Context: an optimization exercise on an open-source flow, tuned for small area, a short achievable clock period and few clock cycles per item. The choices shown serve that exercise and are no tape-out recipe.
RTL that was checked went through simulation tests only; none was proved equivalent to the original.
No activity file was given, so power comes from the tool's default toggle rates.

maple:
==> flow/design.v (excerpt) <==
module ipv4_route_table (
  input  wire logic        clk,
  input  wire logic        rst_n,
  input  wire logic        start,
  input  wire logic        in_action,
  input  wire logic [31:0] in_address,
  input  wire logic [31:0] in_mask,
  input  wire logic [31:0] in_next_hop,
  output logic             busy,
  output logic             out_valid,
  output logic [2:0]       out_status,
  output logic [31:0]      out_gateway,
  output logic [3:0]       out_slot
);
  ipv4_route_table_match_core u_core (
    .clk         (clk),
    .rst_n       (rst_n),
    .start       (start),
    .in_action   (in_action),
    .in_address  (in_address),
    .in_mask     (in_mask),
    .in_next_hop (in_next_hop),
    .busy        (busy),
    .out_valid   (out_valid),
    .out_status  (out_status),
    .out_gateway (out_gateway),
    .out_slot    (out_slot)
  );
endmodule
Size: ~1800 flip-flops, about 140 I/O pins, ~67000 µm² of cells after synthesis.
clock: 5.0 ns
lec_check: 0
cap_margin: 35
core_margin: 2
core_utilization: 55
cts_cluster_diameter: 60
cts_cluster_size: 30
setup_slack_margin: 2.9
slew_margin: 35
run.sh (not shown) runs the stock make flow with config.mk's settings and CLKGATE_MAP_FILE= SYNTH_SCRIPT=/design/flow/synth_recipe.tcl, a recipe that flattens the netlist after the stock synthesis.
Testbench counts of maple, summed over its fixed seeds: cycles 19,488, items 19,200.
Input changes introduced in sierra (baseline for comparison: maple):
Settings: changing SETUP_SLACK_MARGIN from 2.9 to 2.7; changing CORE_UTILIZATION from 55 to 50.
### Flow results
- sierra finished end to end and its layout was clean on timing, DRC and antenna.
- maple has a lower die area than sierra.
- sierra: clock period minus worst slack 0.085 ns below maple
- maple ended up with u_core.hit1_hi_r[10]$_DFF_P_ as its origin of the worst setup path; sierra ended up with u_core.bad_x_r[24]$_DFF_P_.
- Total of clock buffers placed in the layout sits higher in sierra than in maple.
- Per the comparison of sierra with maple, global-route wire length before repair now smaller; leakage power total now smaller.
For ember, these inputs were changed with respect to sierra:
Settings: a change of SETUP_SLACK_MARGIN from 2.7 to 2.5; a change of CORE_UTILIZATION from 50 to 55.
[summary]
Comparing ember and sierra, the higher layout-stage area growth over the synthesis result was measured on sierra. From ember to sierra, share of the synthesized area in compound gates (AO/OA/AOI/OAI) did not move at all. The power number comes out higher for sierra vs ember. The critical-path cell with the highest stage delay comes out nor4_1 in one run and nor2_1 in the other, namely in sierra and ember respectively. Compared to sierra, ember has worst endpoint data arrival time 0.16 ns higher. sierra did not stop at any stage, and its layout met the timing, design-rule and antenna checks. ember was carried through to the last stage, and its layout satisfied the timing, design-rule and antenna checks. Routed length on met2 | ember below sierra.

* * *

## run a
ipv4_route_table, a different RTL version from the one above (not shown whole).
For scale: ~1600 flip-flops, ~140 I/O pins.
export LEC_CHECK = 0
export CAP_MARGIN = 20
export CORE_MARGIN = 2
export CORE_UTILIZATION = 40
export CTS_CLUSTER_DIAMETER = 60
export CTS_CLUSTER_SIZE = 30
export SETUP_SLACK_MARGIN = 2.6
export SLEW_MARGIN = 20
create_clock -name core_clock -period 5.0 [get_ports {clk}]
Run a finished every stage; the final checks, however, were not passed, the failures being max-capacitance violations, max-slew violations.
## Diff of input files: run b against run a
# run a
export LEC_CHECK = 0
export CAP_MARGIN = 20
export CORE_MARGIN = 2
export CORE_UTILIZATION = 40
export CTS_CLUSTER_DIAMETER = 60
export CTS_CLUSTER_SIZE = 30
export SETUP_SLACK_MARGIN = 2.6
export SLEW_MARGIN = 20
create_clock -name core_clock -period 5.0 [get_ports {clk}]
# run b
export LEC_CHECK = 0
export CAP_MARGIN = 20
export CORE_MARGIN = 2
export CORE_UTILIZATION = 50
export CTS_CLUSTER_DIAMETER = 60
export CTS_CLUSTER_SIZE = 30
export SETUP_SLACK_MARGIN = 2.0
export SLEW_MARGIN = 20
create_clock -name core_clock -period 5.0 [get_ports {clk}]
==> run summary <==
- Both conditions hold for run b: the flow ran to the end and the final layout passed the timing, design-rule and antenna checks.
- On hold slack, run a loses to run b.
- Compared with run a, run b shows a higher highest cell delay on the worst timing path.
- Power delta (run b − run a): favourable
- For run b, the startpoint of the worst setup timing path was in_address[2], unlike run a, where it was u_core.hit1_r[8].
- Between run b and run a, it is run b whose reported leakage power is lower, by about 13%.
- Summary of run b over run a: post-synthesis to final-layout area growth decreased by 15 points relative to the old numbers, detailed placement HPWL closely matched the old numbers.
Function was not checked in any run of this note: the RTL went through the layout flow alone.

* * *

ipv4_route_table with an RTL version that a note above also has.
For scale: about 1,800 flip-flops, ~140 I/O pins, roughly 67,000 um^2 of cells after synthesis.
clock: 5.0 ns
lec_check: 0
cap_margin: 35
core_margin: 2
core_utilization: 45
cts_cluster_diameter: 60
cts_cluster_size: 30
setup_slack_margin: 2.7
slew_margin: 35
Testbench counts at the start, summed over its fixed seeds: cycles 19,488, items 19,200.
Next try:
--- a/flow/config.mk
+++ b/flow/config.mk
@@ -8,5 +8,5 @@
 export CAP_MARGIN = 35
 export CORE_MARGIN = 2
-export CORE_UTILIZATION = 45
+export CORE_UTILIZATION = 55
 export CTS_CLUSTER_DIAMETER = 60
 export CTS_CLUSTER_SIZE = 30
=>
- The changed run completed with no timing, DRC or antenna violations
- routed wire length climbs slightly
- worst hold slack degrades by 0.024 ns
- clock power is about the same
- critical path depth stays the same
- cell area is about the same
- total power climbs slightly
- setup slack degrades by 0.049 ns
Next try:
--- a/flow/config.mk
+++ b/flow/config.mk
@@ -11,4 +11,4 @@
 export CTS_CLUSTER_DIAMETER = 60
 export CTS_CLUSTER_SIZE = 30
-export SETUP_SLACK_MARGIN = 2.7
+export SETUP_SLACK_MARGIN = 2.75
 export SLEW_MARGIN = 35
What happened:
- cell count is higher by 1.4%
- core utilization climbs by 1.6 points
- synthesized cell count stays the same
- clock power stays flat
- via count rises by 1.8%
- cell area increases by about 2.4%
- clock skew goes down by 0.0039 ns
- sequential power stays flat
Next try:
--- a/flow/config.mk
+++ b/flow/config.mk
@@ -10,5 +10,5 @@
 export CORE_UTILIZATION = 55
 export CTS_CLUSTER_DIAMETER = 60
-export CTS_CLUSTER_SIZE = 30
-export SETUP_SLACK_MARGIN = 2.75
+export CTS_CLUSTER_SIZE = 34
+export SETUP_SLACK_MARGIN = 2.8
 export SLEW_MARGIN = 35
Outcome: Clock skew hardly moves. Power stays flat. Utilization goes up by 2.0 points. Sequential power barely changes. Routed wire length came out higher by about 4.4%. Final area is higher by 3.0%. Non-clock buffer count goes up by 96. Synthesized area does not change. Synthesized cell count is unchanged. Hold slack gains 0.0057 ns. Worst setup slack is worse by 0.12 ns.

## what the ideal ports hide
How much do the figures lean on ideal ports? The routed layouts below were timed once more, with nothing changed but the port constraints.
Step 1: set_driving_cell puts a clkbuf_16 on clk and a buf_2 on each other input, an assumption about the parent block.
Step 2, shift: input delay + t, output delay - t, t = (earliest + latest rising clock arrival at the registers) / 2. This alone moves slack from input paths to output paths.
a / b / c = no drivers / after step 1 / after step 2; a / b = the first two.
run	t (ns)	slack for setup (ns)	latest minus earliest clock arrival (ns)
maple	0.842	2.551 / 2.551 / 2.551	0.034 / 0.034
sierra	0.851	2.636 / 2.636 / 2.636	0.043 / 0.043
ember	0.833	2.429 / 2.429 / 2.429	0.040 / 0.039
run a	0.894	2.157 / 2.157 / 1.269	0.061 / 0.062
run b	0.877	1.702 / 1.748 / 0.870	0.055 / 0.055
the first run of note 3	0.855	2.680 / 2.630 / 2.680	0.040 / 0.040
the second run of note 3	0.837	2.631 / 2.631 / 2.631	0.037 / 0.038
the third run of note 3	0.833	2.661 / 2.661 / 2.661	0.035 / 0.035
the fourth run of note 3	0.847	2.542 / 2.542 / 2.542	0.038 / 0.039
For run a, which loses most, drivers alone change the setup slack by 0.000 ns; drivers and shift together by -0.888 ns.
